Source: an optimization exercise on an open RTL-to-GDS flow (aim: small area and few clock cycles). Production flows keep margins and buffers that such runs may drop. Only simulation tests tie the RTL to the original design; equivalence was not proved. Power figures rest on the tool's default switching activity, not on a simulated workload.

== trial 86 ==
==> flow/design.v <==
package search_list_pkg;
   localparam int data_w = 64;
   localparam int addr_w = 48;
   localparam logic [data_w-1:0] null_ptr = '1;
   localparam int key_hi = 63;
   localparam int key_lo = 32;
   typedef struct packed {
      logic [data_w-1:0] fact_value;
      logic [data_w-1:0] ptr;
   } job_t;
   typedef struct packed {
      logic [data_w-1:0] dim_value;
      logic [data_w-1:0] next_ptr;
   } node_t;
   typedef struct packed {
      logic [data_w-1:0] fact_value;
      node_t             node;
   } join_t;
   typedef struct packed {
      logic [data_w-1:0] dim_value;
      logic [data_w-1:0] fact_value;
   } match_t;
   typedef enum logic [1:0] {
      issue_idle,
      issue_old,
      issue_new
   } issue_state_e;
endpackage
module search_list #(
   parameter int depth = 8
) (
   input  logic         clk,
   input  logic         rst,
   input  logic         new_job_empty,
   input  logic [127:0] new_job,
   output logic         new_job_read_en,
   output logic         rq0_vld,
   output logic [47:0]  rq0_address,
   input  logic         rq0_afull,
   output logic         rq1_vld,
   output logic [47:0]  rq1_address,
   input  logic         rq1_afull,
   input  logic         rs0_write_en,
   input  logic [63:0]  rs0_data,
   output logic         rs0_afull,
   input  logic         rs1_write_en,
   input  logic [63:0]  rs1_data,
   output logic         rs1_afull,
   output logic         output_empty,
   input  logic         output_read_en,
   output logic [127:0] output_data,
   output logic         done
);
   logic [63:0]      q [depth];      
   logic [depth-1:0] qv;
   logic [63:0]      d_r;            
   logic             dv;
   logic [46:0]      p_r;            
   logic             pn_r;
   logic             pv;
   logic             prev_nje;
   logic        d_av, p_av, p_null, hit, rq_ok;
   logic [63:0] d_w, head;
   logic [46:0] p_w;
   logic        both, fire_hit, fire_drop, fire_re, pop, ohold;
   assign head  = q[0];
   assign d_av  = dv | rs0_write_en;
   assign d_w   = dv ? d_r : rs0_data;
   assign p_av  = pv | rs1_write_en;
   assign p_w   = pv ? p_r : rs1_data[46:0];
   assign p_null = pv ? pn_r : (&rs1_data);
   assign both  = d_av & p_av & qv[0];
   assign hit   = (d_w[63:32] == head[63:32]);
   assign rq_ok = !rq0_afull && !rq1_afull;
   assign ohold    = both & hit;
   assign fire_hit = ohold & output_read_en;
   assign output_empty = !ohold;
   assign output_data  = {d_w, head};
   assign fire_drop = both & !hit & p_null;
   assign fire_re   = both & !hit & !p_null & rq_ok;
   assign pop       = fire_hit | fire_drop | fire_re;
   logic        nj_null, room, issue_new, push;
   logic [46:0] addr;
   logic [63:0] push_fact;
   assign nj_null   = &new_job[63:0];
   assign room      = !(&qv) | pop;
   assign issue_new = !new_job_empty && !nj_null && rq_ok && !fire_re && room;
   assign new_job_read_en = !new_job_empty && (nj_null || issue_new);
   assign push      = fire_re | issue_new;
   assign push_fact = fire_re ? head : new_job[127:64];
   assign addr      = fire_re ? p_w : new_job[46:0];
   assign rq0_vld   = push;
   assign rq1_vld   = push;
   assign rq0_address = {addr, 1'b0};
   assign rq1_address = {addr, 1'b1};
   logic dv_n, pv_n;
   assign dv_n = d_av & !pop;
   assign pv_n = p_av & !pop;
   assign rs0_afull = dv_n;
   assign rs1_afull = pv_n;
   always_ff @(posedge clk)
   begin
      if (rst)
      begin
         dv <= 1'b0;
         pv <= 1'b0;
      end
      else
      begin
         dv <= dv_n;
         pv <= pv_n;
      end
      if (!dv)
         d_r <= rs0_data;
      if (!pv)
      begin
         p_r  <= rs1_data[46:0];
         pn_r <= &rs1_data;
      end
   end
   logic [depth-1:0] mv;
   always_comb
   begin
      mv[0] = qv[0] & pop;
      for (int i = 1; i < depth; i++)
         mv[i] = qv[i] & (!qv[i-1] | mv[i-1]);
   end
   always_ff @(posedge clk)
   begin
      for (int i = 0; i < depth - 1; i++)
         if (mv[i+1])
            q[i] <= q[i+1];
      if (push)
         q[depth-1] <= push_fact;
      if (rst)
         qv <= '0;
      else
      begin
         for (int i = 0; i < depth - 1; i++)
            qv[i] <= (qv[i] & !mv[i]) | mv[i+1];
         qv[depth-1] <= (qv[depth-1] & !mv[depth-1]) | push;
      end
   end
   always_ff @(posedge clk)
      prev_nje <= new_job_empty;
   assign done = prev_nje && !(|qv);
endmodule
clock: 6.0 ns
lec_check: 0
cap_margin: 20
core_margin: 2
core_utilization: 40
slew_margin: 20
run.sh (not shown) runs the stock make flow with config.mk's settings and CLKGATE_MAP_FILE= SYNTH_SCRIPT=/design/flow/synth_recipe.tcl, a recipe that flattens the netlist after the stock synthesis.
Testbench counts of trial 86, summed over its fixed seeds: cycles 14,658.
The inputs of build 23 differ from those of trial 86 as listed below.
Settings: setting CTS_CLUSTER_DIAMETER to 80 for the first time; setting CTS_CLUSTER_SIZE to 30 for the first time; changing CORE_UTILIZATION from 40 to 60; setting ABC_AREA to 1 for the first time.
==> flow/flow/run.sh (new file) <==
#!/bin/bash
# Standard layout, with the port buffers made from the smallest buffer cell
# instead of the one buffer_ports picks by itself.
set -euo pipefail
export BUFFER_PORTS_ARGS="-buffer_cell sky130_fd_sc_hd__buf_1"
bash standard.sh > orfs_make.log 2>&1
==> flow/standard.sh (new file) <==
#!/bin/bash
# synth_recipe.tcl (not shown) runs the flow's synth.tcl, then flattens the netlist and writes it again
# the make line also repeats each setting of config.mk as NAME=value (left out here)
make -C /OpenROAD-flow-scripts/flow DESIGN_CONFIG=/design/flow/config.mk WORK_HOME=/design/flow/orfs CLKGATE_MAP_FILE= SYNTH_SCRIPT=/design/flow/synth_recipe.tcl "${@:-finish}"
removed: flow/run.sh
Results
Comparing build 23 and trial 86, layout buffer count excluding clock buffers is higher on trial 86. All of build 23 and trial 86 finish clean. Build 23 vs trial 86: HPWL reported at the end of detailed placement up. Layout-stage area growth over the synthesis result for build 23 is lower than for trial 86. Summary — share of the synthesized area in compound gates (AO/OA/AOI/OAI), build 23 relative to trial 86: higher, by 0.44 points. Build 23 has power below what trial 86 had. Total count of hold-check failures in the final report came out exactly the same in build 23 and trial 86. The critical path class comes out in2out in one run and reg2out in the other, namely in trial 86 and build 23 respectively.

==> afterwards: timing with drivers on the ports <==
How much do the figures lean on ideal ports? The routed layouts below were timed once more, with nothing changed but the port constraints. Step 1 sets driving cells, clkbuf_16 on the clock port and buf_2 on the other inputs (assumed; they add their load-dependent delay and slew). Step 2 also shifts input and output timing later by t, the mid clock arrival at the registers, as if the neighbouring blocks saw the same clock. a / b / c = ideal / step 1 / step 2; a / b = the first two.
run | t, ns | slack for setup (ns) | cell pins on the clock port's net
trial 86 | 0.633 | 0.282 / 0.260 / 0.260 | 1
build 23 | 0.633 | 0.478 / 0.417 / 0.772 | 1
After both steps setup and hold are still met in every run listed. The setup slack of trial 86, which loses most, moves by -0.022 ns with the drivers and by -0.022 ns with both steps.
